Background: an optimization exercise with open tools, aiming at small area, a short achievable clock period and few clock cycles per item. Do not read the settings as production practice.
Only simulation tests tie the RTL to the original design; equivalence was not proved.
Power figures rest on the tool's default switching activity, not on a simulated workload.

### design/flow/design.v
`timescale 1ns / 1ps
package bhs_pkg;
    localparam int DEF_BUCKET_COUNT     = 24;
    localparam int DEF_SLOTS_PER_BUCKET = 8;
    localparam int KEY_W = 31;
    localparam int CMD_W = 2;
    localparam int STS_W = 2;
    localparam int TAG_W = KEY_W - 4;
    localparam int ROW_N = 24;
    localparam logic [CMD_W-1:0] CMD_FIND   = 2'd0;
    localparam logic [CMD_W-1:0] CMD_INSERT = 2'd1;
    localparam logic [CMD_W-1:0] CMD_DELETE = 2'd2;
    localparam logic [STS_W-1:0] ST_OK   = 2'd0;
    localparam logic [STS_W-1:0] ST_MISS = 2'd1;
    localparam logic [STS_W-1:0] ST_FULL = 2'd2;
endpackage
`timescale 1ns / 1ps
import bhs_pkg::*;
module bhs_bucket_calc (
    input  logic [KEY_W-1:0] i_key,
    output logic [11:0]      o_part
);
    function automatic logic [2:0] add3(input logic [2:0] a, input logic [2:0] b);
        logic [2:0] c;
        c[0] = (a[0] & b[0]) | (a[1] & b[2]) | (a[2] & b[1]);
        c[1] = (a[0] & b[1]) | (a[1] & b[0]) | (a[2] & b[2]);
        c[2] = (a[0] & b[2]) | (a[2] & b[0]) | (a[1] & b[1]);
        add3 = c;
    endfunction
    logic [2:0] l0 [16];
    logic [2:0] l1 [8];
    logic [2:0] l2 [4];
    always_comb begin
        for (int i = 0; i < 15; i++) begin
            l0[i][0] = (i_key[2*i +: 2] == 2'd0) | (i_key[2*i +: 2] == 2'd3);
            l0[i][1] = (i_key[2*i +: 2] == 2'd1);
            l0[i][2] = (i_key[2*i +: 2] == 2'd2);
        end
        l0[15] = {1'b0, i_key[30], !i_key[30]};
        for (int i = 0; i < 8; i++) l1[i] = add3(l0[2*i], l0[2*i+1]);
        for (int i = 0; i < 4; i++) l2[i] = add3(l1[2*i], l1[2*i+1]);
        for (int i = 0; i < 4; i++) o_part[3*i +: 3] = l2[i];
    end
endmodule
module bhs_bucket_join (
    input  logic [11:0] i_part,
    output logic [2:0]  o_m3
);
    function automatic logic [2:0] add3(input logic [2:0] a, input logic [2:0] b);
        logic [2:0] c;
        c[0] = (a[0] & b[0]) | (a[1] & b[2]) | (a[2] & b[1]);
        c[1] = (a[0] & b[1]) | (a[1] & b[0]) | (a[2] & b[2]);
        c[2] = (a[0] & b[2]) | (a[2] & b[0]) | (a[1] & b[1]);
        add3 = c;
    endfunction
    assign o_m3 = add3(add3(i_part[2:0], i_part[5:3]), add3(i_part[8:6], i_part[11:9]));
endmodule
`timescale 1ns / 1ps
import bhs_pkg::*;
module bhs_row_store #(
    parameter int SLOTS = DEF_SLOTS_PER_BUCKET
) (
    input  logic             i_clk,
    input  logic             i_rst_n,
    input  logic [2:0]       i_phase,
    input  logic [ROW_N-1:0] i_rd_sel,
    input  logic [4:0]       i_rd_row,
    input  logic [TAG_W-1:0] i_rd_tag,
    output logic [3*SLOTS-1:0] o_rd_part,
    output logic [SLOTS-1:0] o_rd_ovr,
    output logic [SLOTS-1:0] o_rd_oeq,
    input  logic [ROW_N-1:0] i_vl_sel,
    output logic [SLOTS-1:0] o_vl_valid,
    input  logic             i_wr_en,
    input  logic [ROW_N-1:0] i_wr_sel,
    input  logic [4:0]       i_wr_row,
    input  logic [SLOTS-1:0] i_wr_valid,
    input  logic             i_wr_park,
    input  logic             i_wr_ovf,
    input  logic [SLOTS-1:0] i_wr_pick,
    input  logic [TAG_W-1:0] i_wr_tag,
    output logic [SLOTS-1:0] o_avail,
    output logic             o_ovf,
    output logic             o_ovf_stay
);
    localparam int PEND_N = 4;
    logic [SLOTS*TAG_W-1:0] ring  [ROW_N];
    logic [SLOTS-1:0]       vring [ROW_N];
    logic [PEND_N-1:0]      pend_v;
    logic [4:0]             pend_row [PEND_N];
    logic [2:0]             pend_ph  [PEND_N];
    logic [TAG_W-1:0]       pend_tag [PEND_N];
    logic [PEND_N-1:0]      r_ld;
    logic [ROW_N-1:0]       r_ld_we;
    logic [TAG_W-1:0]       r_ld_tag;
    logic                   ovf_v;
    logic [SLOTS-1:0]       r_ph_busy;
    logic                   r_any_free;
    logic [SLOTS-1:0]       r_avail;
    logic [SLOTS-1:0]       w_avail_n;
    logic [SLOTS-1:0]       w_busy_n;
    logic                   w_free_n;
    logic [2:0]             w_new_ph;
    logic [4:0]             ovf_row;
    logic [2:0]             ovf_ph;
    logic [TAG_W-1:0]       ovf_tag;
    logic [2:0]             w_ph_next;
    logic [PEND_N-1:0]      w_ld_next;
    logic [TAG_W-1:0]       w_ld_tag;
    logic [ROW_N-1:0]       w_ld_we;
    logic [PEND_N-1:0]      w_efree;
    logic [PEND_N-1:0]      w_alloc;
    logic                   w_any_free;
    logic [SLOTS-1:0]       w_ph_busy;
    logic [2:0]             w_dph [SLOTS];
    logic [2:0]             w_pick_ph;
    logic                   w_drain;
    logic                   w_new;
    logic                   w_park;
    logic [SLOTS*TAG_W-1:0] w_rd_tags;
    logic [PEND_N-1:0]      w_pm;
    logic [PEND_N-1:0]      w_pe;
    logic [2:0]             w_rph [SLOTS];
    function automatic logic [4:0] row_code(input int r);
        row_code = {3'(r / 3), 2'(r % 3)};
    endfunction
    always_comb begin
        w_ph_next = i_phase + 3'd1;
        w_ld_tag  = '0;
        w_ld_we   = '0;
        for (int k = 0; k < PEND_N; k++) begin
            w_ld_next[k] = pend_v[k] && !r_ld[k] && (pend_ph[k] == w_ph_next);
            w_ld_tag     = w_ld_tag | ({TAG_W{w_ld_next[k]}} & pend_tag[k]);
            for (int r = 0; r < ROW_N; r++) begin
                if (w_ld_next[k] && pend_row[k] == row_code(r)) w_ld_we[r] = 1'b1;
            end
        end
    end
    always_ff @(posedge i_clk) begin
        if (!i_rst_n) begin
            r_ld    <= '0;
            r_ld_we <= '0;
        end else begin
            r_ld    <= w_ld_next;
            r_ld_we <= w_ld_we;
        end
        r_ld_tag <= w_ld_tag;
    end
    always_ff @(posedge i_clk) begin
        for (int r = 0; r < ROW_N; r++) begin
            ring[r][TAG_W-1:0] <= r_ld_we[r] ? r_ld_tag : ring[r][SLOTS*TAG_W-1 -: TAG_W];
            ring[r][SLOTS*TAG_W-1:TAG_W] <= ring[r][(SLOTS-1)*TAG_W-1:0];
        end
    end
    always_ff @(posedge i_clk) begin
        for (int r = 0; r < ROW_N; r++) begin
            if (!i_rst_n) begin
                vring[r] <= '0;
            end else if (i_wr_en && i_wr_sel[r]) begin
                vring[r] <= {i_wr_valid[SLOTS-3:0], i_wr_valid[SLOTS-1:SLOTS-2]};
            end else begin
                vring[r] <= {vring[r][SLOTS-2:0], vring[r][SLOTS-1]};
            end
        end
    end
    always_comb begin
        for (int j = 0; j < SLOTS; j++) begin
            w_dph[j] = i_phase + 3'(6 - j);
        end
        w_efree    = ~pend_v | r_ld;
        w_any_free = r_any_free;
        w_ph_busy  = r_ph_busy;
        o_avail = r_avail;
        w_drain   = ovf_v && w_any_free && !w_ph_busy[ovf_ph];
        w_pick_ph = '0;
        for (int j = 0; j < SLOTS; j++) begin
            w_pick_ph = w_pick_ph | ({3{i_wr_pick[j]}} & w_dph[j]);
        end
        w_alloc = w_efree & (~w_efree + PEND_N'(1));
        w_park  = i_wr_en && i_wr_park;
        w_new   = w_park || w_drain;
        w_new_ph = ovf_v ? ovf_ph : w_pick_ph;
        w_busy_n = '0;
        w_free_n = 1'b0;
        for (int k = 0; k < PEND_N; k++) begin
            for (int p = 0; p < SLOTS; p++) begin
                if (pend_v[k] && !r_ld[k] && !w_ld_next[k] && pend_ph[k] == 3'(p))
                    w_busy_n[p] = 1'b1;
            end
            if (!((w_alloc[k] && w_new) || (pend_v[k] && !r_ld[k])) || w_ld_next[k])
                w_free_n = 1'b1;
        end
        for (int p = 0; p < SLOTS; p++) begin
            if (w_new && w_new_ph == 3'(p)) w_busy_n[p] = 1'b1;
        end
        for (int j = 0; j < SLOTS; j++) begin
            w_avail_n[j] = w_free_n && !w_busy_n[3'(i_phase + 3'(7 - j))];
        end
    end
    always_ff @(posedge i_clk) begin
        if (!i_rst_n) begin
            r_ph_busy  <= '0;
            r_any_free <= 1'b1;
            r_avail    <= '1;
        end else begin
            r_ph_busy  <= w_busy_n;
            r_any_free <= w_free_n;
            r_avail    <= w_avail_n;
        end
    end
    always_ff @(posedge i_clk) begin
        for (int k = 0; k < PEND_N; k++) begin
            if (!i_rst_n) begin
                pend_v[k] <= 1'b0;
            end else if (w_alloc[k] && w_new) begin
                pend_v[k] <= 1'b1;
            end else if (r_ld[k]) begin
                pend_v[k] <= 1'b0;
            end
            if (w_alloc[k]) begin
                pend_row[k] <= ovf_v ? ovf_row : i_wr_row;
                pend_tag[k] <= ovf_v ? ovf_tag : i_wr_tag;
                pend_ph[k]  <= w_new_ph;
            end
        end
    end
    always_ff @(posedge i_clk) begin
        if (!i_rst_n) begin
            ovf_v <= 1'b0;
        end else if (i_wr_en && i_wr_ovf) begin
            ovf_v <= 1'b1;
        end else if (w_drain) begin
            ovf_v <= 1'b0;
        end
        if (!ovf_v) begin
            ovf_row <= i_wr_row;
            ovf_tag <= i_wr_tag;
            ovf_ph  <= w_pick_ph;
        end
    end
    assign o_ovf      = ovf_v;
    assign o_ovf_stay = ovf_v && !w_drain;
    always_comb begin
        w_rd_tags  = '0;
        o_vl_valid = '0;
        for (int r = 0; r < ROW_N; r++) begin
            w_rd_tags  = w_rd_tags  | ({(SLOTS*TAG_W){i_rd_sel[r]}} & ring[r]);
            o_vl_valid = o_vl_valid | ({SLOTS{i_vl_sel[r]}} & vring[r]);
        end
        for (int j = 0; j < SLOTS; j++) begin
            for (int g = 0; g < 3; g++) begin
                o_rd_part[3*j+g] = (w_rd_tags[j*TAG_W+9*g +: 9] == i_rd_tag[9*g +: 9]);
            end
            w_rph[j] = i_phase + 3'(7 - j);
        end
        for (int k = 0; k < PEND_N; k++) begin
            w_pm[k] = pend_v[k] && (pend_row[k] == i_rd_row);
            w_pe[k] = (pend_tag[k] == i_rd_tag);
        end
        for (int j = 0; j < SLOTS; j++) begin
            o_rd_ovr[j] = 1'b0;
            o_rd_oeq[j] = 1'b0;
            for (int k = 0; k < PEND_N; k++) begin
                if (w_pm[k] && pend_ph[k] == w_rph[j]) begin
                    o_rd_ovr[j] = 1'b1;
                    o_rd_oeq[j] = w_pe[k];
                end
            end
            if (ovf_v && ovf_row == i_rd_row && ovf_ph == w_rph[j]) begin
                o_rd_ovr[j] = 1'b1;
                o_rd_oeq[j] = (ovf_tag == i_rd_tag);
            end
        end
    end
endmodule
`timescale 1ns / 1ps
import bhs_pkg::*;
module bhs_update #(
    parameter int SLOTS = DEF_SLOTS_PER_BUCKET
) (
    input  logic [CMD_W-1:0] i_cmd,
    input  logic [SLOTS-1:0] i_valid,
    input  logic [SLOTS-1:0] i_eq,
    input  logic [SLOTS-1:0] i_avail,
    output logic [STS_W-1:0] o_status,
    output logic [SLOTS-1:0] o_new_valid,
    output logic [SLOTS-1:0] o_ins_slot,
    output logic [SLOTS-1:0] o_pick,
    output logic             o_park,
    output logic             o_ovf
);
    logic [SLOTS-1:0] w_hit;
    logic [SLOTS-1:0] w_free;
    logic [SLOTS-1:0] w_cand;
    logic [SLOTS-1:0] w_first_c;
    logic [SLOTS-1:0] w_first_f;
    logic [SLOTS-1:0] w_pick;
    logic             w_hit_any;
    logic             w_full;
    logic             w_any_c;
    assign w_hit     = i_valid & i_eq;
    assign w_free    = ~i_valid;
    assign w_cand    = w_free & i_avail;
    function automatic logic [SLOTS-1:0] first_soon(input logic [SLOTS-1:0] v);
        logic [SLOTS-1:0] p, f, r;
        for (int i = 0; i < SLOTS; i++) p[i] = v[(4 - i) & (SLOTS - 1)];
        f = p & (~p + SLOTS'(1));
        for (int i = 0; i < SLOTS; i++) r[(4 - i) & (SLOTS - 1)] = f[i];
        first_soon = r;
    endfunction
    assign w_first_c = first_soon(w_cand);
    assign w_first_f = first_soon(w_free);
    assign w_hit_any = |w_hit;
    assign w_full    = ~|w_free;
    assign w_any_c   = |w_cand;
    assign w_pick    = w_any_c ? w_first_c : w_first_f;
    assign o_pick = w_pick;
    always_comb begin
        o_status    = ST_MISS;
        o_new_valid = i_valid;
        o_ins_slot  = '0;
        o_park      = 1'b0;
        o_ovf       = 1'b0;
        case (i_cmd)
            CMD_FIND: begin
                o_status = w_hit_any ? ST_OK : ST_MISS;
            end
            CMD_INSERT: begin
                if (w_hit_any) begin
                    o_status = ST_MISS;
                end else if (w_full) begin
                    o_status = ST_FULL;
                end else begin
                    o_status    = ST_OK;
                    o_new_valid = i_valid | w_pick;
                    o_ins_slot  = w_pick;
                    o_park      = w_any_c;
                    o_ovf       = !w_any_c;
                end
            end
            CMD_DELETE: begin
                if (w_hit_any) begin
                    o_status    = ST_OK;
                    o_new_valid = i_valid & ~w_hit;
                end
            end
            default: begin
                o_status = ST_MISS;
            end
        endcase
    end
endmodule
`timescale 1ns / 1ps
import bhs_pkg::*;
module bucketed_hash_set #(
    parameter int SLOTS = DEF_SLOTS_PER_BUCKET
) (
    input  logic             i_clk,
    input  logic             i_rst_n,
    input  logic             i_req_valid,
    output logic             o_req_ready,
    input  logic [CMD_W-1:0] i_req_command,
    input  logic [KEY_W-1:0] i_req_key,
    output logic             o_rsp_valid,
    input  logic             i_rsp_ready,
    output logic [STS_W-1:0] o_rsp_status
);
    localparam int CAP = 7;
    logic             r_ready;
    logic [2:0]       r_cnt;
    logic [CAP-1:0]   r_occ;
    logic [CAP-1:0][STS_W-1:0] r_q;
    logic             w_acc, w_pop;
    logic [CAP-1:0]   w_occ_sh;
    logic [CAP-1:0][STS_W-1:0] w_q_sh;
    logic             s1_v, s2_v, s3_v;
    logic [CMD_W-1:0] s1_cmd, s2_cmd, s3_cmd;
    logic [KEY_W-1:0] s1_key;
    logic [11:0]      s1_m3p;
    logic [11:0]      w0_m3p;
    logic [2:0]       w1_m3;
    logic [SLOTS-1:0] s3_ovr, s3_oeq;
    logic [SLOTS-1:0] w2_ovr, w2_oeq;
    logic [TAG_W-1:0] s2_tag, s3_tag;
    logic [ROW_N-1:0] s2_sel, s3_sel;
    logic [4:0]       s2_row, s3_row;
    logic [SLOTS-1:0] s3_eq, s3_rv;
    logic             s3_fwd, s3_teq;
    logic [SLOTS-1:0] p_vnew, p_ins, p2_ins;
    logic             b_v;
    logic [CMD_W-1:0] b_cmd;
    logic [TAG_W-1:0] b_tag;
    logic [ROW_N-1:0] b_sel;
    logic [4:0]       b_row;
    logic [3*SLOTS-1:0] b_part;
    logic [SLOTS-1:0] b_ovr, b_oeq;
    logic             b_fwd2, b_teq2;
    logic             s3_fwd2, s3_teq2;
    logic [3*SLOTS-1:0] w2_part;
    logic [SLOTS-1:0] wb_eq, wb_rv, wb_ovr, wb_oeq;
    logic [SLOTS-1:0] w3_pi2;
    logic [2:0]       r_phase;
    logic [ROW_N-1:0] w1_sel;
    logic [TAG_W-1:0] w1_tag;
    logic [4:0]       w1_row;
    logic [SLOTS-1:0] w3_v, w3_eq;
    logic [STS_W-1:0] w3_status;
    logic [SLOTS-1:0] w3_new_valid, w3_ins;
    logic [SLOTS-1:0] w3_avail;
    logic [SLOTS-1:0] w3_pick;
    logic [SLOTS-1:0] w3_pv, w3_pi;
    logic             w3_park, w3_ovf, w3_dec;
    logic             w_hold, w_ovf_stay;
    assign w_acc = i_req_valid && r_ready;
    assign w_pop = r_occ[0] && i_rsp_ready;
    always_ff @(posedge i_clk) begin
        if (!i_rst_n) r_phase <= '0;
        else          r_phase <= r_phase + 3'd1;
    end
    always_ff @(posedge i_clk) begin
        if (!i_rst_n) begin
            s1_v <= 1'b0;
        end else if (!w_hold) begin
            s1_v <= w_acc;
        end
        if (!w_hold) begin
            s1_cmd <= i_req_command;
            s1_key <= i_req_key;
            s1_m3p <= w0_m3p;
        end
    end
    bhs_bucket_calc u_calc (
        .i_key (i_req_key),
        .o_part (w0_m3p)
    );
    bhs_bucket_join u_join (
        .i_part (s1_m3p),
        .o_m3   (w1_m3)
    );
    always_comb begin
        for (int i = 0; i < 8; i++)
            for (int j = 0; j < 3; j++)
                w1_sel[3*i+j] = (s1_key[2:0] == 3'(i)) && w1_m3[j];
        w1_row = {s1_key[2:0], w1_m3[2], w1_m3[1]};
        w1_tag = {s1_key[30:5], s1_key[4:3] == 2'd3};
    end
    always_ff @(posedge i_clk) begin
        if (!i_rst_n) begin
            s2_v <= 1'b0;
        end else if (!w_hold) begin
            s2_v <= s1_v;
        end
        if (!w_hold) begin
            s2_cmd <= s1_cmd;
            s2_tag <= w1_tag;
            s2_sel <= w1_sel;
            s2_row <= w1_row;
        end
    end
    bhs_row_store #(
        .SLOTS (SLOTS)
    ) u_store (
        .i_clk      (i_clk),
        .i_rst_n    (i_rst_n),
        .i_phase    (r_phase),
        .i_rd_sel   (s2_sel),
        .i_rd_row   (s2_row),
        .i_rd_tag   (s2_tag),
        .o_rd_part  (w2_part),
        .o_rd_ovr   (w2_ovr),
        .o_rd_oeq   (w2_oeq),
        .i_vl_sel   (b_sel),
        .o_vl_valid (wb_rv),
        .i_wr_en    (w3_dec),
        .i_wr_sel   (s3_sel),
        .i_wr_row   (s3_row),
        .i_wr_valid (w3_new_valid),
        .i_wr_park  (w3_park),
        .i_wr_ovf   (w3_ovf),
        .i_wr_pick  (w3_pick),
        .i_wr_tag   (s3_tag),
        .o_avail    (w3_avail),
        .o_ovf      (w_hold),
        .o_ovf_stay (w_ovf_stay)
    );
    always_ff @(posedge i_clk) begin
        if (!i_rst_n) begin
            b_v    <= 1'b0;
            b_fwd2 <= 1'b0;
        end else if (!w_hold) begin
            b_v    <= s2_v;
            b_fwd2 <= s2_v && s3_v && (s2_row == s3_row);
        end
        if (!w_hold) begin
            b_cmd  <= s2_cmd;
            b_tag  <= s2_tag;
            b_sel  <= s2_sel;
            b_row  <= s2_row;
            b_part <= w2_part;
            b_ovr  <= w2_ovr;
            b_oeq  <= w2_oeq;
            b_teq2 <= (s2_tag == s3_tag);
        end else begin
            b_part <= {b_part[3*SLOTS-4:0], b_part[3*SLOTS-1 -: 3]};
            b_ovr  <= {b_ovr[SLOTS-2:0], b_ovr[SLOTS-1]};
            b_oeq  <= {b_oeq[SLOTS-2:0], b_oeq[SLOTS-1]};
        end
    end
    always_comb begin
        for (int j = 0; j < SLOTS; j++) begin
            wb_eq[(j + 1) % SLOTS] = &b_part[3*j +: 3];
        end
        wb_ovr = {b_ovr[SLOTS-2:0], b_ovr[SLOTS-1]};
        wb_oeq = {b_oeq[SLOTS-2:0], b_oeq[SLOTS-1]};
    end
    always_ff @(posedge i_clk) begin
        if (!i_rst_n) begin
            s3_v    <= 1'b0;
            s3_fwd  <= 1'b0;
            s3_fwd2 <= 1'b0;
        end else if (!w_hold) begin
            s3_v    <= b_v;
            s3_fwd  <= b_v && s3_v && (b_row == s3_row);
            s3_fwd2 <= b_fwd2;
        end
        if (!w_hold) begin
            s3_cmd  <= b_cmd;
            s3_tag  <= b_tag;
            s3_sel  <= b_sel;
            s3_row  <= b_row;
            s3_eq   <= wb_eq;
            s3_ovr  <= wb_ovr;
            s3_oeq  <= wb_oeq;
            s3_rv   <= wb_rv;
            s3_teq  <= (b_tag == s3_tag);
            s3_teq2 <= b_teq2;
        end else begin
            s3_eq  <= {s3_eq[SLOTS-2:0], s3_eq[SLOTS-1]};
            s3_ovr <= {s3_ovr[SLOTS-2:0], s3_ovr[SLOTS-1]};
            s3_oeq <= {s3_oeq[SLOTS-2:0], s3_oeq[SLOTS-1]};
            s3_rv  <= {s3_rv[SLOTS-2:0], s3_rv[SLOTS-1]};
        end
    end
    assign w3_dec = s3_v && !w_hold;
    assign w3_pv = {p_vnew[SLOTS-2:0], p_vnew[SLOTS-1]};
    assign w3_pi = {p_ins[SLOTS-2:0], p_ins[SLOTS-1]};
    assign w3_pi2 = {p2_ins[SLOTS-2:0], p2_ins[SLOTS-1]};
    always_comb begin
        w3_v = s3_fwd ? w3_pv : s3_rv;
        for (int s = 0; s < SLOTS; s++) begin
            if (s3_fwd && w3_pi[s])        w3_eq[s] = s3_teq;
            else if (s3_fwd2 && w3_pi2[s]) w3_eq[s] = s3_teq2;
            else if (s3_ovr[s])            w3_eq[s] = s3_oeq[s];
            else                    w3_eq[s] = s3_eq[s];
        end
    end
    bhs_update #(
        .SLOTS (SLOTS)
    ) u_update (
        .i_cmd       (s3_cmd),
        .i_valid     (w3_v),
        .i_eq        (w3_eq),
        .i_avail     (w3_avail),
        .o_status    (w3_status),
        .o_new_valid (w3_new_valid),
        .o_ins_slot  (w3_ins),
        .o_pick      (w3_pick),
        .o_park      (w3_park),
        .o_ovf       (w3_ovf)
    );
    always_ff @(posedge i_clk) begin
        if (!w_hold) begin
            p_vnew <= w3_new_valid;
            p_ins  <= w3_ins;
            p2_ins <= w3_pi;
        end else begin
            p_vnew <= w3_pv;
            p_ins  <= w3_pi;
            p2_ins <= w3_pi2;
        end
    end
    always_comb begin
        w_occ_sh = w_pop ? (r_occ >> 1) : r_occ;
        for (int i = 0; i < CAP - 1; i++) begin
            w_q_sh[i] = w_pop ? r_q[i+1] : r_q[i];
        end
        w_q_sh[CAP-1] = r_q[CAP-1];
    end
    always_ff @(posedge i_clk) begin
        for (int i = 0; i < CAP; i++) begin
            r_q[i] <= w_occ_sh[i] ? w_q_sh[i] : w3_status;
        end
        if (!i_rst_n) begin
            r_occ <= '0;
        end else if (w3_dec) begin
            r_occ <= {w_occ_sh[CAP-2:0], 1'b1};
        end else begin
            r_occ <= w_occ_sh;
        end
    end
    always_ff @(posedge i_clk) begin
        if (!i_rst_n) begin
            r_cnt   <= '0;
            r_ready <= 1'b1;
        end else begin
            r_cnt <= r_cnt + 3'(w_acc) - 3'(w_pop);
            if ((w3_dec && w3_ovf) || w_ovf_stay) begin
                r_ready <= 1'b0;
            end else if (w_acc && !w_pop) begin
                r_ready <= (r_cnt < 3'(CAP - 1));
            end else if (w_pop) begin
                r_ready <= 1'b1;
            end else begin
                r_ready <= (r_cnt < 3'(CAP));
            end
        end
    end
    assign o_req_ready  = r_ready;
    assign o_rsp_valid  = r_occ[0];
    assign o_rsp_status = r_q[0];
endmodule
### design/flow/run.sh
#!/bin/bash
# synth_recipe.tcl (not shown) runs the flow's synth.tcl, then flattens the netlist and writes it again
# the make line also repeats each setting of config.mk as NAME=value (left out here)
make -C /OpenROAD-flow-scripts/flow DESIGN_CONFIG=/design/flow/config.mk WORK_HOME=/design/flow/orfs CLKGATE_MAP_FILE= SYNTH_SCRIPT=/design/flow/synth_recipe.tcl finish
### design/flow/config.mk
export PLATFORM = sky130hd
export DESIGN_NAME = bucketed_hash_set
export DESIGN_NICKNAME = bucketed_hash_set
export VERILOG_FILES = /design/flow/design.v
export SDC_FILE = /design/flow/constraint.sdc
export NUM_CORES = 4
export LEC_CHECK = 0
export CAP_MARGIN = 20
export CORE_MARGIN = 2
export CORE_UTILIZATION = 40
export CTS_CLUSTER_DIAMETER = 100
export CTS_CLUSTER_SIZE = 20
export SETUP_SLACK_MARGIN = 5.0
export SLEW_MARGIN = 20
export SYNTH_MEMORY_MAX_BITS = 16384
### design/flow/constraint.sdc
create_clock -name core_clock -period 8.5 [get_ports {i_clk}]
set_input_delay 1.7000 -clock core_clock [delete_from_list [all_inputs] [get_ports {i_clk}]]
set_output_delay 1.7000 -clock core_clock [all_outputs]
set_load 0.01 [all_outputs]
==> summary.txt, run 1 <==
Worst hold path
  • Path class of the lowest-slack min-delay path: reg2reg

Setup path
  • Startpoint type of the worst setup path: flip-flop
  • Path type of the worst setup path: reg2reg
  • Flop2flop setup slack: 4.93 ns
  • Worst setup EP type: flip-flop
  • Maximum net fanout on the critical path: 99
  • Critical Path AT: 4.44 ns
  • CP required: 9.37 ns

Logic synthesis
  • Number of storage elements in the synthesis netlist: 5981
  • Synth warnings: 15
  • Share of synthesized area occupied by flip-flops and latches: 70.4%
  • Largest cells by area after synthesis: sky130_fd_sc_hd__dfxtp_1 64%, sky130_fd_sc_hd__a22oi_1 9.5%, sky130_fd_sc_hd__edfxtp_1 6.4%
  • Mapped Avg Cell Area: 13.0 µm²
  • Biggest area consumer among synthesized cells: sky130_fd_sc_hd__dfxtp_1
  • Synth Net Count: 13552
  • Area share of the largest cell type after synthesis: 64.0%
  • Commonest register cell after synthesis: sky130_fd_sc_hd__dfxtp_1
  • Number of enable flip-flop cells after synthesis: 376
  • Synth cell count leaders: 5605 x sky130_fd_sc_hd__dfxtp_1, 2221 x sky130_fd_sc_hd__a22oi_1, 721 x sky130_fd_sc_hd__mux2_2, 696 x sky130_fd_sc_hd__clkbuf_1, 499 x sky130_fd_sc_hd__nand4_1
  • Async set-or-reset flop fraction in the synthesized netlist: 0%
  • Most numerous cell in the Yosys netlist: sky130_fd_sc_hd__dfxtp_1
  • Cell area after synthesis: 0.175 mm²
  • Count of different cell masters after synthesis: 95
  • Number of instances in the synthesized netlist: 13474

Status
  • Result of the run: complete, no violations

Route
  • Final antenna-violating net count: 0
  • Initial DRC count: 15374
  • Wire length per cell: 32.6 µm
  • First-pass detailed-route iteration total: 9
  • Mean number of vias per cell: 6.05
  • Detailed Route WL: 621000 µm
  • Overall via count from detail_route: 115054
  • DRC: 0

Timing
  • Slew Viols, Final: 0
  • Number of hold-slack violations in the final timing report: 0
  • Share of the cycle needed by the critical path after routing: 42.0%
  • Final critical-path required period: 3.57 ns
  • Summed negative setup slack over all endpoints: 0 ns
  • Fmax: 280 MHz
  • Unrepaired setup endpoints after global routing: true
  • Least-Margin Pin Slew: 1.16 ns
  • Max transition margin: 22.8%
  • Worst Clk Skew: 0.0622 ns
  • Count of endpoints failing setup in the final report: 0
  • Post-route worst setup slack: 4.93 ns
  • Worst hold slack: 0.320 ns

Die
  • Die H: 666 µm
  • Die Area: 0.444 mm²
  • Width of the die: 666 µm
  • Count of pins on the block boundary: 41
  • # rows: 243
  • Initial core utilization: 40.1%
  • CORE AREA: 0.437 mm²

CTS
  • Number of buffers on the longest clock path: 4
  • Number of buffers inserted during clock tree synthesis: 338
  • CTS sink count: 5981
  • Clock-pin slew reported for the worst setup and hold paths after clock tree synthesis: 0.09 ns
  • Skew-Pair Late Insertion Delay: 1.01 ns
  • Number of H-tree levels: 5
  • CTS tree: built
  • Cell chosen for the clock root: sky130_fd_sc_hd__clkbuf_16

Power
  • Share of power burned in the clock network: 35.6%
  • Total power per unit cell area: 240 mW/mm²
  • Cell internal power dissipation: 0.0360 W
  • Combinational share of power: 2.7%
  • IR Drop Worst-Case VDD: 164 µV
  • Net switching power figure: 0.0102 W
  • Part of the power in registers: 61.7%
  • Static leakage power: 69.7 nW
  • Switching Fraction: 22.0%

Finish
  • Share of post-route cells with drive strength above 1: 11.9%
  • Post-synthesis to final-layout area growth: 9.90%
  • Final net count: 13265

Global routing
  • First-pass GRT wire length: 858000 µm
  • Antenna violations before repair: 38
  • Total routing resource utilization after global routing: 26.8%
  • Number of global-route vias before repair: 111397
  • Gr ovfl total: 0
  • Maximum number of pins on one net before global-route repair: 121

Placement
  • Final estimated routing congestion in global placement: 0.920
  • Post-DP HPWL: 398000 µm
  • Placement Setup Slack: 4.00 ns
  • IO Port Bufs: 40

Flow run
  • Max capacitance violation total: 0
==> worst paths after layout <==
check | start | to | cells past startpoint
hold reg to reg | u_store.ring[20][114]$_DFF_P_ | u_store.ring[20][141]$_DFF_P_ | 0
setup reg to reg | s2_sel[3]$_DFFE_PN_ | b_part[10]$_DFF_P_ | 9
hold / removal | u_store.ring[20][114]$_DFF_P_ | u_store.ring[20][141]$_DFF_P_ | 0
setup / recovery | s2_sel[3]$_DFFE_PN_ | b_part[10]$_DFF_P_ | 9
==> worst max-delay path: stages, from the launching register on <==
cell and delay, ns:
sky130_fd_sc_hd__edfxtp_1 0.42, sky130_fd_sc_hd__buf_12 0.26, sky130_fd_sc_hd__buf_16 0.37, sky130_fd_sc_hd__a22oi_1 0.25, sky130_fd_sc_hd__nand4_1 0.12, sky130_fd_sc_hd__nor3_1 0.53, sky130_fd_sc_hd__xnor2_1 0.40, sky130_fd_sc_hd__nor4_1 0.42
sky130_fd_sc_hd__nand4_1 0.20, sky130_fd_sc_hd__o41ai_1 0.29
==> metal layers <==
metal	wire length, µm	vias to the layer above	GRT usage (%)
met5	168	-	0
met4	32500	18	12.5
met3	58400	1397	5.21
met2	269000	6631	40.6
met1	261000	57982	36.9
li1	-	49026	-
==> power groups by stage <==
stage	Sequential (W)	Combinational, W	Clock (W)
after CTS	0.0285	0.00119	0.0165
after global routing	0.0285	0.00127	0.0176
after floorplan	0.0291	0.000638	0
after detailed placement	0.0292	0.00112	0
final	0.0285	0.00125	0.0165
after global placement	0.0292	0.00111	0
==> layout by cell type (no fill, tap or decap), types with 19 or more instances in the layout <==
master	Yosys	final
sky130_fd_sc_hd__xnor2_1	254	247
sky130_fd_sc_hd__xor2_1	197	188
sky130_fd_sc_hd__nand2_1	237	235
sky130_fd_sc_hd__buf_12	0	40
sky130_fd_sc_hd__buf_4	4	182
sky130_fd_sc_hd__nand3b_1	25	25
sky130_fd_sc_hd__a211oi_1	57	57
sky130_fd_sc_hd__a221oi_1	238	236
sky130_fd_sc_hd__mux2_2	721	721
sky130_fd_sc_hd__edfxtp_1	376	376
sky130_fd_sc_hd__inv_1	66	63
sky130_fd_sc_hd__clkbuf_1	696	45
sky130_fd_sc_hd__a222oi_1	36	36
sky130_fd_sc_hd__nand3_1	287	286
sky130_fd_sc_hd__nor3_1	276	225
sky130_fd_sc_hd__a221o_1	30	30
sky130_fd_sc_hd__nor3_2	0	41
sky130_fd_sc_hd__a22o_1	263	262
sky130_fd_sc_hd__clkdlybuf4s50_1	0	36
sky130_fd_sc_hd__dfxtp_1	5605	5565
sky130_fd_sc_hd__o22ai_1	37	37
sky130_fd_sc_hd__nor4_1	64	43
sky130_fd_sc_hd__nand2b_1	21	20
sky130_fd_sc_hd__a22oi_1	2221	2216
sky130_fd_sc_hd__buf_6	2	21
sky130_fd_sc_hd__nor2_1	453	448
sky130_fd_sc_hd__o41ai_1	24	21
sky130_fd_sc_hd__and2_1	37	36
sky130_fd_sc_hd__a21oi_1	168	163
sky130_fd_sc_hd__nor2b_1	21	19
sky130_fd_sc_hd__ha_1	40	38
sky130_fd_sc_hd__nand4_1	499	499
sky130_fd_sc_hd__o21ai_0	67	66
sky130_fd_sc_hd__mux2i_1	38	29
sky130_fd_sc_hd__clkbuf_16	0	344
sky130_fd_sc_hd__dfxtp_4	0	29
==> logic make-up after synthesis <==
logic type	share of synthesized area (%)
AOI/OAI and AO/OA	14.1
xor gates and xnor gates	2.28
adders and majority gates	0.297
buffers and inverters	2.17
DFF	70.4
muxes	4.96
and+or+nand+nor	5.74
==> area by class of cell <==
type / count / area (µm²)
inverter: 68 / 293
fill: 39545 / 245000
clock inverter: 24 / 360
antenna: 11 / 27.5
sequential: 5981 / 124000
multi-input combinational: 6491 / 49000
clock buffer: 389 / 8780
timing repair buffer: 307 / 3390
tap: 5757 / 7200
==> through the flow <==
step	instance area (µm²)	util [%]	std cells	total power, W
CTS	192000	43.9	18996	0.0462
finish	193000	44.1	19028	0.0462
detailed placement	182000	41.5	18538	0.0303
global route	193000	44.1	19018	0.0473
floorplan	175000	-	13474	0.0297
global placement	182000	41.5	18536	0.0303
==> timing repair <==
action	4_1_cts	5_1_grt
cloned	10	0
gates resized for setup	127	97
setup endpoints to repair	293	184
hold endpoints to repair	0	0
setup buffers	35	20
hold buffers	0	0
pin swaps	14	23
==> state kept, by name, indices dropped and copies added, names as in the netlist, 12 cells and up <==
register          count
b_tag                27
u_store.pend_row     20
s3_sel               24
s2_tag               27
b_part               24
u_store.ring       5184
u_store.r_ld_tag     27
u_store.vring       192
u_store.pend_ph      12
u_store.r_ld_we      24
s1_key               31
u_store.ovf_tag      27
b_sel                24
s2_sel               24
s1_m3p               12
r_q                  14
u_store.pend_tag    108
s3_tag               27
Testbench counts, summed over its fixed seeds: cycles 24,216, items 24,000.
==> run 2, diff against run 1 <==
--- a/design/flow/design.v
+++ b/design/flow/design.v
@@ -403,6 +403,7 @@
     logic [ROW_N-1:0] w1_sel;
     logic [TAG_W-1:0] w1_tag;
     logic [4:0]       w1_row;
+    logic [4:0]       w1_nrow;
     logic [SLOTS-1:0] w3_v, w3_eq;
     logic [STS_W-1:0] w3_status;
     logic [SLOTS-1:0] w3_new_valid, w3_ins;
@@ -438,13 +439,17 @@
         .o_m3   (w1_m3)
     );
     always_comb begin
+        w1_row = {s1_key[2:0], w1_m3[2], w1_m3[1]};
+        w1_nrow = w_hold ? s2_row : w1_row;
         for (int i = 0; i < 8; i++)
             for (int j = 0; j < 3; j++)
-                w1_sel[3*i+j] = (s1_key[2:0] == 3'(i)) && w1_m3[j];
-        w1_row = {s1_key[2:0], w1_m3[2], w1_m3[1]};
+                w1_sel[3*i+j] = (w1_nrow == {3'(i), 2'(j)});
         w1_tag = {s1_key[30:5], s1_key[4:3] == 2'd3};
     end
     always_ff @(posedge i_clk) begin
+        s2_sel <= w1_sel;
+    end
+    always_ff @(posedge i_clk) begin
         if (!i_rst_n) begin
             s2_v <= 1'b0;
         end else if (!w_hold) begin
@@ -453,7 +458,6 @@
         if (!w_hold) begin
             s2_cmd <= s1_cmd;
             s2_tag <= w1_tag;
-            s2_sel <= w1_sel;
             s2_row <= w1_row;
         end
     end
==> summary.txt, run 2 <==
Route
  • First-pass detailed-route iteration total: 9
  • Wire length per cell: 32.4 µm
  • Final antenna-violating net count: 0
  • Detailed Route WL: 615000 µm
  • Overall via count from detail_route: 114189
  • Mean number of vias per cell: 6.01
  • Initial DRC count: 14655
  • DRC: 0

Finish
  • Most common library cell in the layout ignoring fill and taps: sky130_fd_sc_hd__dfxtp_1
  • Top reg by flops: u_store.ring
  • Commonest cells after routing, fill and taps aside: 5580 x sky130_fd_sc_hd__dfxtp_1, 2215 x sky130_fd_sc_hd__a22oi_1, 722 x sky130_fd_sc_hd__mux2_2
  • Share of post-route cells with drive strength above 1: 11.9%
  • Post-synthesis to final-layout area growth: 9.94%
  • Flip-flop count of the largest register, all copies and words added: 5184
  • Top Registers: u_store.ring x5184, u_store.vring x192, u_store.pend_tag x108
  • Final net count: 13246

Timing
  • Least-Margin Pin Slew: 1.22 ns
  • Post-route worst setup slack: 4.95 ns
  • Fmax: 281 MHz
  • Share of the cycle needed by the critical path after routing: 41.8%
  • Worst hold slack: 0.294 ns
  • Count of endpoints failing setup in the final report: 0
  • Unrepaired setup endpoints after global routing: true
  • Worst Clk Skew: 0.0949 ns
  • Final critical-path required period: 3.55 ns
  • Slew Viols, Final: 0
  • Summed negative setup slack over all endpoints: 0 ns
  • Number of hold-slack violations in the final timing report: 0
  • Max transition margin: 18.7%

Placement
  • Placement Setup Slack: 3.66 ns
  • IO Port Bufs: 40
  • Final estimated routing congestion in global placement: 0.896
  • Post-DP HPWL: 395000 µm

Power
  • Share of power burned in the clock network: 35.8%
  • Total power per unit cell area: 242 mW/mm²
  • Switching Fraction: 22.4%
  • Static leakage power: 70.9 nW
  • Cell internal power dissipation: 0.0361 W
  • Total power draw: 0.0466 W
  • Combinational share of power: 2.9%
  • Part of the power in registers: 61.3%
  • Net switching power figure: 0.0104 W
  • IR Drop Worst-Case VDD: 221 µV

Setup path
  • Path type of the worst setup path: reg2reg
  • CP required: 9.31 ns
  • Worst setup EP type: flip-flop
  • Critical Path AT: 4.37 ns
  • Startpoint type of the worst setup path: flip-flop
  • Maximum net fanout on the critical path: 7

CTS
  • CTS tree: built
  • Cell chosen for the clock root: sky130_fd_sc_hd__clkbuf_16
  • Hold buffers post-CTS: 0
  • Clock-pin slew reported for the worst setup and hold paths after clock tree synthesis: 0.09 ns
  • CTS sink count: 5981
  • Number of H-tree levels: 5
  • Number of buffers inserted during clock tree synthesis: 341
  • Number of buffers on the longest clock path: 4
  • Skew-Pair Late Insertion Delay: 1.02 ns

Logic synthesis
  • Number of enable flip-flop cells after synthesis: 347
  • Cell area after synthesis: 0.175 mm²
  • Biggest area consumer among synthesized cells: sky130_fd_sc_hd__dfxtp_1
  • Area share of fa/ha/maj cells after synthesis: 0.297%
  • Share of synthesized area occupied by flip-flops and latches: 70.3%
  • Commonest register cell after synthesis: sky130_fd_sc_hd__dfxtp_1
  • Parity-gate share of the synthesized area counting xor and xnor cells: 2.26%
  • Share of cell area taken by muxes after synthesis: 4.94%
  • Number of instances in the synthesized netlist: 13441
  • Async set-or-reset flop fraction in the synthesized netlist: 0%
  • Largest cells by area after synthesis: sky130_fd_sc_hd__dfxtp_1 64%, sky130_fd_sc_hd__a22oi_1 9.5%, sky130_fd_sc_hd__edfxtp_1 5.9%
  • Basic-gate share of the synthesized area counting and, or, nand and nor cells: 5.78%
  • Synth warnings: 15
  • Main combinational cell family by area after synthesis: compound AO/OA/AOI/OAI gates
  • Post-synthesis compound-gate area fraction: 14.3%
  • Mapped Avg Cell Area: 13.0 µm²
  • Most numerous cell in the Yosys netlist: sky130_fd_sc_hd__dfxtp_1
  • Number of storage elements in the synthesis netlist: 5981
  • Area share of the largest cell type after synthesis: 64.4%
  • Synth cell count leaders: 5634 x sky130_fd_sc_hd__dfxtp_1, 2217 x sky130_fd_sc_hd__a22oi_1, 723 x sky130_fd_sc_hd__mux2_2, 692 x sky130_fd_sc_hd__clkbuf_1, 498 x sky130_fd_sc_hd__nand4_1
  • Synth Net Count: 13519
  • Count of different cell masters after synthesis: 89

Die
  • Width of the die: 666 µm
  • Die Area: 0.443 mm²
  • Initial core utilization: 40.1%
  • # rows: 243
  • Count of pins on the block boundary: 41
  • Die H: 666 µm
  • CORE AREA: 0.437 mm²

Worst hold path
  • Path class of the lowest-slack min-delay path: reg2reg

Global routing
  • Total routing resource utilization after global routing: 26.5%
  • Maximum number of pins on one net before global-route repair: 102
  • First-pass GRT wire length: 853000 µm
  • Gr ovfl total: 0
  • Number of global-route vias before repair: 112456
  • Antenna violations before repair: 33

Flow run
  • Max capacitance violation total: 0

Status
  • Result of the run: complete, no violations
==> run 2: changes by cell type after synthesis, moves of 28 or more <==
cell / change
sky130_fd_sc_hd__nor2_1: -316
sky130_fd_sc_hd__nand2_1: +229
sky130_fd_sc_hd__a21oi_1: -120
sky130_fd_sc_hd__and2_1: +107
sky130_fd_sc_hd__o21ai_0: +88
sky130_fd_sc_hd__o211a_1: +71
sky130_fd_sc_hd__a211oi_1: -54
sky130_fd_sc_hd__a21boi_0: +32
sky130_fd_sc_hd__a22o_1: -30
sky130_fd_sc_hd__dfxtp_1: +29
sky130_fd_sc_hd__edfxtp_1: -29
sky130_fd_sc_hd__a222oi_1: +28
sky130_fd_sc_hd__nor3_1: -28
==> run 2: kinds of logic after synthesis <==
| logic type | Yosys count |
|---|---|
| mux | 769 |
| fa+ha+maj | 41 |
| compound gates | 3254 |
| simple gates | 1952 |
| flops | 5981 |
| buf+inv | 995 |
| xor+xnor | 449 |
==> run 2: worst max-delay path: stages, from the launching register on <==
cell and delay, ns:
sky130_fd_sc_hd__dfxtp_4 0.42, sky130_fd_sc_hd__buf_6 0.15, sky130_fd_sc_hd__buf_12 0.10, sky130_fd_sc_hd__mux2i_4 0.29, sky130_fd_sc_hd__nand2_2 0.15, sky130_fd_sc_hd__and4_4 0.24
sky130_fd_sc_hd__a32oi_4 0.41, sky130_fd_sc_hd__a32oi_4 0.11, sky130_fd_sc_hd__or4b_4 0.52, sky130_fd_sc_hd__o31a_4 0.15, sky130_fd_sc_hd__o31a_1 0.28, sky130_fd_sc_hd__mux2_4 0.32
sky130_fd_sc_hd__mux2i_1 0.13, sky130_fd_sc_hd__o221ai_1 0.13
==> run 2: per-stage QoR <==
| stage | std cells | instance area [µm²] | util, % |
|---|---|---|---|
| detailed placement | 18515 | 182000 | 41.6 |
| finish | 19012 | 193000 | 44.1 |
| global route | 19002 | 193000 | 44.1 |
| global placement | 18515 | 182000 | 41.6 |
| floorplan | 13441 | 175000 | - |
| CTS | 18981 | 192000 | 43.9 |
==> run 2: what timing repair did <==
action	4_1_cts	5_1_grt
pin swaps	19	26
setup buffers	47	19
setup endpoints to repair	436	281
cloned	0	1
resized for setup	112	77
==> run 2: final cells by class <==
| cell class | count | area (µm²) |
|---|---|---|
| fill | 39619 | 245000 |
| sequential | 5981 | 123000 |
| multi-input combinational | 6465 | 49100 |
| clock buffer | 388 | 8840 |
| tap | 5757 | 7200 |
| timing repair buffer | 316 | 3300 |
| clock inverter | 31 | 513 |
| inverter | 63 | 254 |
| antenna | 11 | 27.5 |
==> run 2: final timing paths <==
check                                start  cells after the start                            end  slack [ns]
max                    s3_fwd$_SDFFE_PN0N_                     13  u_store.r_avail[6]$_SDFF_PN1_        4.95
min          u_store.ring[20][129]$_DFF_P_                      0  u_store.ring[20][156]$_DFF_P_        0.29
max reg2reg            s3_fwd$_SDFFE_PN0N_                     13  u_store.r_avail[6]$_SDFF_PN1_        4.95
min reg2reg  u_store.ring[20][129]$_DFF_P_                      0  u_store.ring[20][156]$_DFF_P_        0.29
==> run 2: power by group through the flow <==
stage | Combinational [W] | Sequential (W) | Clock [W]
final | 0.00137 | 0.0285 | 0.0167
after global routing | 0.00139 | 0.0285 | 0.0178
after CTS | 0.00130 | 0.0285 | 0.0168
after detailed placement | 0.00124 | 0.0292 | 0
after global placement | 0.00124 | 0.0292 | 0
after floorplan | 0.000713 | 0.0291 | 0
==> run 2: layer usage <==
metal	wire length, µm	global-route usage (%)
met5	147	0
met4	32700	12.4
met3	55400	5.02
met2	271000	41.2
met1	256000	35.8
Testbench counts of run 2, summed over its fixed seeds: cycles 24,216, items 24,000.
==> run 3, diff against run 2 <==
==> design/flow/flow/run.sh (new file) <==
#!/bin/bash
set -euo pipefail
bash standard.sh SETUP_SLACK_MARGIN=5.3 finish > flow_make.log 2>&1
==> design/flow/standard.sh (new file) <==
#!/bin/bash
# synth_recipe.tcl (not shown) runs the flow's synth.tcl, then flattens the netlist and writes it again
# the make line also repeats each setting of config.mk as NAME=value (left out here)
make -C /OpenROAD-flow-scripts/flow DESIGN_CONFIG=/design/flow/config.mk WORK_HOME=/design/flow/orfs CLKGATE_MAP_FILE= SYNTH_SCRIPT=/design/flow/synth_recipe.tcl "${@:-finish}"
--- a/design/flow/config.mk
+++ b/design/flow/config.mk
@@ -10,6 +10,5 @@
 export CORE_UTILIZATION = 40
 export CTS_CLUSTER_DIAMETER = 100
 export CTS_CLUSTER_SIZE = 20
-export SETUP_SLACK_MARGIN = 5.0
 export SLEW_MARGIN = 20
 export SYNTH_MEMORY_MAX_BITS = 16384
removed: design/flow/run.sh
==> summary.txt, run 3 <==
Finish
  • Top Registers: u_store.ring x5184, u_store.vring x192, u_store.pend_tag x108
  • Share of post-route cells with drive strength above 1: 13.3%
  • Most common library cell in the layout ignoring fill and taps: sky130_fd_sc_hd__dfxtp_1
  • Final net count: 13327
  • Commonest cells after routing, fill and taps aside: 5578 x sky130_fd_sc_hd__dfxtp_1, 2216 x sky130_fd_sc_hd__a22oi_1, 721 x sky130_fd_sc_hd__mux2_2
  • Flip-flop count of the largest register, all copies and words added: 5184
  • Count of non-filler cells in the finished layout: 19099
  • Top reg by flops: u_store.ring
  • Post-synthesis to final-layout area growth: 11.0%

Global routing
  • First-pass GRT wire length: 854000 µm
  • Antenna violations before repair: 32
  • Number of global-route vias before repair: 111367
  • Total routing resource utilization after global routing: 26.7%
  • Most Crowded Layer GR: met2
  • M2 GR Usage: 40.4%
  • M1 GR Usage: 36.9%
  • GR met3 Demand/Resource: 5.49%
  • Gr ovfl total: 0
  • Maximum number of pins on one net before global-route repair: 97

Die
  • Count of pins on the block boundary: 41
  • Die H: 666 µm
  • CORE AREA: 0.437 mm²
  • Width of the die: 666 µm
  • Die Area: 0.443 mm²
  • # rows: 243
  • Initial core utilization: 40.1%

Setup path
  • Path type of the worst setup path: reg2reg
  • Flop2flop setup slack: 4.97 ns
  • Startpoint type of the worst setup path: flip-flop
  • Worst r2r src: s3_fwd$_SDFFE_PN0N_
  • Worst setup EP type: flip-flop
  • FF-to-FF End: u_store.r_avail[2]$_SDFF_PN1_
  • Capture point of the critical path: u_store.r_avail[2]$_SDFF_PN1_
  • CP required: 9.29 ns
  • Number of cells on the worst reg-to-reg path: 13
  • Origin of the worst setup path: s3_fwd$_SDFFE_PN0N_
  • Maximum net fanout on the critical path: 8
  • Critical Path AT: 4.32 ns

Timing
  • Fmax: 283 MHz
  • Max transition margin: 20.6%
  • Number of hold-slack violations in the final timing report: 0
  • Worst hold slack: 0.300 ns
  • Summed negative setup slack over all endpoints: 0 ns
  • Slew Viols, Final: 0
  • Unrepaired setup endpoints after global routing: true
  • Final critical-path required period: 3.53 ns
  • Least-Margin Pin Slew: 1.19 ns
  • Share of the cycle needed by the critical path after routing: 41.5%
  • Count of endpoints failing setup in the final report: 0
  • Worst Clk Skew: 0.0776 ns
  • Post-route worst setup slack: 4.97 ns

Logic synthesis
  • Count of different cell masters after synthesis: 89
  • Cell area after synthesis: 0.175 mm²
  • Most numerous cell in the Yosys netlist: sky130_fd_sc_hd__dfxtp_1
  • Commonest register cell after synthesis: sky130_fd_sc_hd__dfxtp_1
  • Synth cell count leaders: 5634 x sky130_fd_sc_hd__dfxtp_1, 2217 x sky130_fd_sc_hd__a22oi_1, 723 x sky130_fd_sc_hd__mux2_2, 692 x sky130_fd_sc_hd__clkbuf_1, 498 x sky130_fd_sc_hd__nand4_1
  • Number of instances in the synthesized netlist: 13441
  • Async set-or-reset flop fraction in the synthesized netlist: 0%
  • Synth Net Count: 13519
  • Largest cells by area after synthesis: sky130_fd_sc_hd__dfxtp_1 64%, sky130_fd_sc_hd__a22oi_1 9.5%, sky130_fd_sc_hd__edfxtp_1 5.9%
  • Area share of the largest cell type after synthesis: 64.4%
  • Synth warnings: 15
  • Biggest area consumer among synthesized cells: sky130_fd_sc_hd__dfxtp_1
  • Mapped Avg Cell Area: 13.0 µm²
  • Number of enable flip-flop cells after synthesis: 347
  • Share of synthesized area occupied by flip-flops and latches: 70.3%
  • Number of storage elements in the synthesis netlist: 5981

Route
  • Overall via count from detail_route: 116375
  • Wire length per cell: 33.0 µm
  • Initial DRC count: 16971
  • Mean number of vias per cell: 6.09
  • First-pass detailed-route iteration total: 9
  • Detailed Route WL: 631000 µm
  • Final antenna-violating net count: 0
  • DRC: 0

Power
  • Static leakage power: 71.6 nW
  • Cell internal power dissipation: 0.0361 W
  • Combinational share of power: 3.2%
  • Switching Fraction: 22.4%
  • Share of power burned in the clock network: 35.5%
  • Total power per unit cell area: 239 mW/mm²
  • Net switching power figure: 0.0104 W
  • IR Drop Worst-Case VDD: 186 µV
  • Part of the power in registers: 61.2%
  • Total power draw: 0.0466 W

CTS
  • Skew-Pair Late Insertion Delay: 1.02 ns
  • Cell chosen for the clock root: sky130_fd_sc_hd__clkbuf_16
  • Hold buffers post-CTS: 0
  • Number of buffers on the longest clock path: 4
  • Number of buffers inserted during clock tree synthesis: 339
  • Clock-pin slew reported for the worst setup and hold paths after clock tree synthesis: 0.08 ns
  • Number of H-tree levels: 5
  • CTS tree: built
  • CTS sink count: 5981

Placement
  • Placement Setup Slack: 3.74 ns
  • IO Port Bufs: 40
  • Placed instance count: 18510
  • Post-DP HPWL: 392000 µm
  • Final estimated routing congestion in global placement: 0.897

Worst hold path
  • Path class of the lowest-slack min-delay path: reg2reg

Status
  • Result of the run: complete, no violations

Flow run
  • Max capacitance violation total: 0
## run 3: power by group through the flow
stage               clock, W  combinational [W]  sequential, W
CTS                   0.0166            0.00133         0.0285
global route          0.0176            0.00151         0.0285
detailed placement         0            0.00120         0.0292
finish                0.0165            0.00150         0.0285
floorplan                  0           0.000715         0.0291
global placement           0            0.00120         0.0292
## run 3: how the worst min path moves through the flow
stage / endpoint / cells after the start / from
6_report: u_store.ring[9][75]$_DFF_P_ / 0 / u_store.ring[9][48]$_DFF_P_
5_1_grt: u_store.ring[9][75]$_DFF_P_ / 0 / u_store.ring[9][48]$_DFF_P_
4_1_cts: u_store.ring[9][75]$_DFF_P_ / 0 / u_store.ring[9][48]$_DFF_P_
3_5_place_dp: u_store.ring[1][88]$_DFF_P_ / 0 / u_store.ring[1][61]$_DFF_P_
3_3_place_gp: u_store.ring[23][36]$_DFF_P_ / 0 / u_store.ring[23][9]$_DFF_P_
2_1_floorplan: u_store.ring[0][100]$_DFF_P_ / 0 / u_store.ring[0][73]$_DFF_P_
## run 3: timing repair
item / CTS / global route
cloned: 3 / 16
buffers inserted: 71 / 64
gates resized for setup: 195 / 273
setup endpoints to repair: 353 / 176
pin swaps: 27 / 53
## run 3: area by class of cell
cell class | count | area [µm²]
Antenna cell | 17 | 42.5
Clock buffer | 392 | 8860
Clock inverter | 25 | 354
Fill cell | 39444 | 243000
Inverter | 63 | 254
Multi-Input combinational cell | 6474 | 49900
Sequential cell | 5981 | 123000
Tap cell | 5757 | 7200
Timing Repair Buffer | 390 | 4420
## run 3: critical path: stages (launching register included)
cell,delay (ns)
sky130_fd_sc_hd__dfxtp_4,0.37
sky130_fd_sc_hd__buf_12,0.16
sky130_fd_sc_hd__mux2i_4,0.32
sky130_fd_sc_hd__a222oi_1,0.16
sky130_fd_sc_hd__and4_4,0.27
sky130_fd_sc_hd__a21oi_4,0.27
sky130_fd_sc_hd__a32oi_2,0.18
sky130_fd_sc_hd__or4b_4,0.57
sky130_fd_sc_hd__o31a_4,0.14
sky130_fd_sc_hd__buf_6,0.12
sky130_fd_sc_hd__o31ai_4,0.31
sky130_fd_sc_hd__mux2i_4,0.14
sky130_fd_sc_hd__o22ai_2,0.20
sky130_fd_sc_hd__o41ai_2,0.10
## run 3: layer usage
layer | vias to the layer above | share of wire (%)
li1 | 49096 | -
met1 | 58459 | 41
met2 | 7327 | 43
met3 | 1475 | 10
met4 | 18 | 5.1
met5 | - | 0.019
## run 3: stage by stage
step | instance area (µm²) | utilization [%]
floorplan | 175000 | -
global placement | 182000 | 41.5
detailed placement | 182000 | 41.5
CTS | 193000 | 44.0
global route | 194000 | 44.5
finish | 194000 | 44.5
## run 3: cell families (layout without fill, tap and decap cells)
group | count (synthesis) | after routing | synth area share [%]
AO/OA/AOI/OAI | 3254 | 3254 | 14.3
flip-flops | 5981 | 5981 | 70.3
other | 0 | 17 | 0
adder cells (fa/ha/maj) | 41 | 41 | 0.297
buffers and inverters | 995 | 870 | 2.15
multiplexers | 769 | 769 | 4.94
AND/OR/NAND/NOR | 1952 | 1961 | 5.78
XOR/XNOR | 449 | 449 | 2.26
==> run 4, diff against run 3 <==
--- a/design/flow/design.v
+++ b/design/flow/design.v
@@ -66,7 +66,7 @@
     input  logic [ROW_N-1:0] i_rd_sel,
     input  logic [4:0]       i_rd_row,
     input  logic [TAG_W-1:0] i_rd_tag,
-    output logic [3*SLOTS-1:0] o_rd_part,
+    output logic [4*SLOTS-1:0] o_rd_part,
     output logic [SLOTS-1:0] o_rd_ovr,
     output logic [SLOTS-1:0] o_rd_oeq,
     input  logic [ROW_N-1:0] i_vl_sel,
@@ -98,6 +98,7 @@
     logic                   r_any_free;
     logic [SLOTS-1:0]       r_avail;
     logic [SLOTS-1:0]       w_avail_n;
+    logic [SLOTS-1:0]       w_busy_old;
     logic [SLOTS-1:0]       w_busy_n;
     logic                   w_free_n;
     logic [2:0]             w_new_ph;
@@ -190,11 +191,14 @@
             if (!((w_alloc[k] && w_new) || (pend_v[k] && !r_ld[k])) || w_ld_next[k])
                 w_free_n = 1'b1;
         end
+        w_busy_old = w_busy_n;
         for (int p = 0; p < SLOTS; p++) begin
             if (w_new && w_new_ph == 3'(p)) w_busy_n[p] = 1'b1;
         end
         for (int j = 0; j < SLOTS; j++) begin
-            w_avail_n[j] = w_free_n && !w_busy_n[3'(i_phase + 3'(7 - j))];
+            w_avail_n[j] = w_free_n && !w_busy_old[3'(i_phase + 3'(7 - j))]
+                        && !(w_park && i_wr_pick[(j + SLOTS - 1) % SLOTS])
+                        && !(w_drain && ovf_ph == 3'(i_phase + 3'(7 - j)));
         end
     end
     always_ff @(posedge i_clk) begin
@@ -249,8 +253,9 @@
         end
         for (int j = 0; j < SLOTS; j++) begin
             for (int g = 0; g < 3; g++) begin
-                o_rd_part[3*j+g] = (w_rd_tags[j*TAG_W+9*g +: 9] == i_rd_tag[9*g +: 9]);
+                o_rd_part[4*j+g] = (w_rd_tags[j*TAG_W+7*g +: 7] == i_rd_tag[7*g +: 7]);
             end
+            o_rd_part[4*j+3] = (w_rd_tags[j*TAG_W+21 +: 6] == i_rd_tag[21 +: 6]);
             w_rph[j] = i_phase + 3'(7 - j);
         end
         for (int k = 0; k < PEND_N; k++) begin
@@ -392,11 +397,11 @@
     logic [TAG_W-1:0] b_tag;
     logic [ROW_N-1:0] b_sel;
     logic [4:0]       b_row;
-    logic [3*SLOTS-1:0] b_part;
+    logic [4*SLOTS-1:0] b_part;
     logic [SLOTS-1:0] b_ovr, b_oeq;
     logic             b_fwd2, b_teq2;
     logic             s3_fwd2, s3_teq2;
-    logic [3*SLOTS-1:0] w2_part;
+    logic [4*SLOTS-1:0] w2_part;
     logic [SLOTS-1:0] wb_eq, wb_rv, wb_ovr, wb_oeq;
     logic [SLOTS-1:0] w3_pi2;
     logic [2:0]       r_phase;
@@ -505,14 +510,14 @@
             b_oeq  <= w2_oeq;
             b_teq2 <= (s2_tag == s3_tag);
         end else begin
-            b_part <= {b_part[3*SLOTS-4:0], b_part[3*SLOTS-1 -: 3]};
+            b_part <= {b_part[4*SLOTS-5:0], b_part[4*SLOTS-1 -: 4]};
             b_ovr  <= {b_ovr[SLOTS-2:0], b_ovr[SLOTS-1]};
             b_oeq  <= {b_oeq[SLOTS-2:0], b_oeq[SLOTS-1]};
         end
     end
     always_comb begin
         for (int j = 0; j < SLOTS; j++) begin
-            wb_eq[(j + 1) % SLOTS] = &b_part[3*j +: 3];
+            wb_eq[(j + 1) % SLOTS] = &b_part[4*j +: 4];
         end
         wb_ovr = {b_ovr[SLOTS-2:0], b_ovr[SLOTS-1]};
         wb_oeq = {b_oeq[SLOTS-2:0], b_oeq[SLOTS-1]};
==> design/flow/run.sh (new file) <==
#!/bin/bash
# synth_recipe.tcl (not shown) runs the flow's synth.tcl, then flattens the netlist and writes it again
# the make line also repeats each setting of config.mk as NAME=value (left out here)
make -C /OpenROAD-flow-scripts/flow DESIGN_CONFIG=/design/flow/config.mk WORK_HOME=/design/flow/orfs CLKGATE_MAP_FILE= SYNTH_SCRIPT=/design/flow/synth_recipe.tcl finish
--- a/design/flow/config.mk
+++ b/design/flow/config.mk
@@ -10,5 +10,6 @@
 export CORE_UTILIZATION = 40
 export CTS_CLUSTER_DIAMETER = 100
 export CTS_CLUSTER_SIZE = 20
+export SETUP_SLACK_MARGIN = 5.0
 export SLEW_MARGIN = 20
 export SYNTH_MEMORY_MAX_BITS = 16384
removed: design/flow/flow/run.sh
removed: design/flow/standard.sh
==> summary.txt, run 4 <==
Power
  • Total power draw: 0.0463 W
  • Total power per unit cell area: 242 mW/mm²
  • IR Drop Worst-Case VDD: 167 µV
  • Static leakage power: 69.2 nW

Finish
  • Post-synthesis to final-layout area growth: 9.14%
  • Final instance area: 0.192 mm²
  • Count of non-filler cells in the finished layout: 18987
  • Top reg by flops: u_store.ring
  • Share of post-route cells with drive strength above 1: 11.1%
  • Commonest cells after routing, fill and taps aside: 5585 x sky130_fd_sc_hd__dfxtp_1, 2299 x sky130_fd_sc_hd__a22oi_1, 721 x sky130_fd_sc_hd__mux2_2
  • Most common library cell in the layout ignoring fill and taps: sky130_fd_sc_hd__dfxtp_1
  • Top Registers: u_store.ring x5184, u_store.vring x192, u_store.pend_tag x108
  • Flip-flop count of the largest register, all copies and words added: 5184
  • Final net count: 13238
  • Fill cell count: 39520

Setup path
  • Critical Path AT: 4.42 ns
  • Cell repeated most along the worst path: sky130_fd_sc_hd__nand4_1
  • Biggest cell delay along the critical path: 0.77 ns
  • Worst path cell trace: buf_4 > a22oi_1 > nand4_1 > nor3_1 > xor2_1 > nand4_1 > o41ai_1
  • CP required: 9.35 ns
  • Path type of the worst setup path: reg2reg
  • Worst r2r src: s2_sel[23]$_DFF_P_
  • Startpoint type of the worst setup path: flip-flop
  • Origin of the worst setup path: s2_sel[23]$_DFF_P_
  • Maximum net fanout on the critical path: 47
  • Cell with the largest stage delay on the worst path: sky130_fd_sc_hd__buf_4
  • Worst setup EP type: flip-flop

Die
  • CORE AREA: 0.438 mm²
  • Initial core utilization: 40.1%
  • Width of the die: 666 µm
  • Count of pins on the block boundary: 41
  • Die H: 666 µm
  • # rows: 243
  • Die Area: 0.444 mm²

Placement
  • Placement Setup Slack: 3.59 ns
  • Placed instance count: 18559
  • Final estimated routing congestion in global placement: 0.906
  • IO Port Bufs: 40
  • Total placed instance area: 0.182 mm²
  • Post-DP HPWL: 394000 µm

Logic synthesis
  • Basic-gate share of the synthesized area counting and, or, nand and nor cells: 5.65%
  • Post-synthesis compound-gate area fraction: 14.4%
  • Parity-gate share of the synthesized area counting xor and xnor cells: 2.27%
  • Share of cell area taken by muxes after synthesis: 4.90%
  • Main combinational cell family by area after synthesis: compound AO/OA/AOI/OAI gates
  • Cell area after synthesis: 0.175 mm²
  • Synth warnings: 15
  • Largest cells by area after synthesis: sky130_fd_sc_hd__dfxtp_1 64%, sky130_fd_sc_hd__a22oi_1 9.8%, sky130_fd_sc_hd__edfxtp_1 5.9%
  • Number of instances in the synthesized netlist: 13481
  • Number of storage elements in the synthesis netlist: 5989
  • Commonest register cell after synthesis: sky130_fd_sc_hd__dfxtp_1
  • Synth Net Count: 13559
  • Async set-or-reset flop fraction in the synthesized netlist: 0%
  • Share of synthesized area occupied by flip-flops and latches: 70.3%
  • Area share of the largest cell type after synthesis: 64.4%
  • Count of different cell masters after synthesis: 90
  • Most numerous cell in the Yosys netlist: sky130_fd_sc_hd__dfxtp_1
  • Mapped Avg Cell Area: 13.0 µm²
  • Number of enable flip-flop cells after synthesis: 347
  • Synth cell count leaders: 5642 x sky130_fd_sc_hd__dfxtp_1, 2300 x sky130_fd_sc_hd__a22oi_1, 721 x sky130_fd_sc_hd__mux2_2, 693 x sky130_fd_sc_hd__clkbuf_1, 532 x sky130_fd_sc_hd__nand4_1
  • Area share of fa/ha/maj cells after synthesis: 0.297%
  • Biggest area consumer among synthesized cells: sky130_fd_sc_hd__dfxtp_1

Timing
  • Number of hold-slack violations in the final timing report: 0
  • Post-route worst setup slack: 4.93 ns
  • Fmax: 280 MHz
  • Worst Clk Skew: 0.0616 ns
  • Share of the cycle needed by the critical path after routing: 42.0%
  • Unrepaired setup endpoints after global routing: true
  • Final critical-path required period: 3.57 ns
  • Least-Margin Pin Slew: 1.20 ns
  • Count of endpoints failing setup in the final report: 0
  • Max transition margin: 20.1%
  • Slew Viols, Final: 0
  • Summed negative setup slack over all endpoints: 0 ns

Route
  • Final antenna-violating net count: 0
  • DRC: 0
  • First-pass detailed-route iteration total: 8
  • Mean number of vias per cell: 6.06
  • Detailed Route WL: 614000 µm
  • Wire length per cell: 32.3 µm
  • Overall via count from detail_route: 115009
  • Initial DRC count: 14941

Worst hold path
  • Path class of the lowest-slack min-delay path: reg2reg
  • Min-delay src: u_store.ring[4][59]$_DFF_P_

CTS
  • CTS tree: built
  • Number of H-tree levels: 5
  • Number of buffers on the longest clock path: 4
  • Skew-Pair Late Insertion Delay: 1.00 ns
  • CTS sink count: 5989
  • Cell chosen for the clock root: sky130_fd_sc_hd__clkbuf_16
  • Clock-pin slew reported for the worst setup and hold paths after clock tree synthesis: 0.08 ns
  • Number of buffers inserted during clock tree synthesis: 337
  • Hold buffers post-CTS: 0

Global routing
  • Antenna violations before repair: 21
  • Maximum number of pins on one net before global-route repair: 100
  • Number of global-route vias before repair: 113201
  • First-pass GRT wire length: 853000 µm
  • Gr ovfl total: 0
  • Total routing resource utilization after global routing: 26.4%

Status
  • Result of the run: complete, no violations

Flow run
  • Max capacitance violation total: 0
[run 4: changes by cell type after synthesis, moves of 98 or more]
| cell | delta |
|---|---|
| sky130_fd_sc_hd__xnor2_1 | -134 |
| sky130_fd_sc_hd__xor2_1 | +132 |
| sky130_fd_sc_hd__nor2_1 | +120 |
| sky130_fd_sc_hd__o21ai_0 | -109 |
| sky130_fd_sc_hd__and2_1 | -108 |
| sky130_fd_sc_hd__a21oi_1 | +98 |
[run 4: power by group]
part	switching, W	leakage [nW]	total, W	internal [W]
logic	0.00105	15.7	0.00134	0.000290
registers	0.000216	49.1	0.0286	0.0284
clock network	0.00905	4.40	0.0164	0.00731
total	0.0103	69.2	0.0463	0.0360
[run 4: routing by layer]
| metal | track usage, % | part of all wire (%) | up-vias | routed length, µm |
|---|---|---|---|---|
| li1 | - | - | 49191 | - |
| met5 | 0 | 0.0088 | - | 54 |
| met3 | 4.36 | 8.4 | 1402 | 51800 |
| met4 | 12.7 | 5.4 | 8 | 33000 |
| met1 | 35.7 | 42 | 57884 | 256000 |
| met2 | 41.3 | 44 | 6524 | 273000 |
[run 4: cell families after synthesis]
| logic type | Yosys count |
|---|---|
| DFF | 5989 |
| AOI/OAI and AO/OA | 3309 |
| and+or+nand+nor | 1935 |
| buffers and inverters | 996 |
| muxes | 762 |
| xor gates and xnor gates | 449 |
| adders and majority gates | 41 |
[run 4: per-stage QoR]
step                utilization (%)  hold slack (ns)
floorplan                         -            0.331
global placement               41.6            0.332
detailed placement             41.6            0.336
CTS                            43.7            0.296
global route                   43.8            0.314
finish                         43.8            0.300
[run 4: repair_timing]
item | in CTS | in global routing
endpoints found under the setup margin | 292 | 164
resized for setup | 40 | 52
buffers inserted | 10 | 8
pin swaps | 5 | 2
cloned | 1 | 0
[run 4: path summary, 6_finish.rpt]
| check | to | slack (ns) | cells after the start |
|---|---|---|---|
| worst min register to register | u_store.ring[4][86]$_DFF_P_ | 0.30 | 0 |
| worst max-delay path | b_part[14]$_DFF_P_ | 4.93 | 7 |
| worst min-delay path | u_store.ring[4][86]$_DFF_P_ | 0.30 | 0 |
| worst max register to register | b_part[14]$_DFF_P_ | 4.93 | 7 |
[run 4: critical path, delay by kind of cell (launching register included)]
family / cells / cell delay, ns
buffers and inverters: 1 / 0.77
and+or+nand+nor: 3 / 0.58
AOI/OAI and AO/OA: 2 / 0.57
DFF: 1 / 0.75
xor gates and xnor gates: 1 / 0.76
[run 4: layout make-up]
cell class                 instances  area (µm²)  share of cell area, %
clock buffer                     386        8720                   4.55
antenna                            4        10.0                0.00523
timing repair buffer             267        2600                   1.36
inverter                          68         274                  0.143
sequential                      5989      124000                   64.5
multi-input combinational       6497       48800                   25.5
clock inverter                    19         303                  0.158
tap                             5757        7200                   3.76
Testbench counts of run 4, summed over its fixed seeds: cycles 24,216, items 24,000.

Check on run 4: ideal ports give 4.933 ns setup slack; a clkbuf_16 on the clock port and buf_2 on the inputs give 4.933 ns; moving port delays by the midpoint clock arrival (1.066 ns) as well gives 4.500 ns.
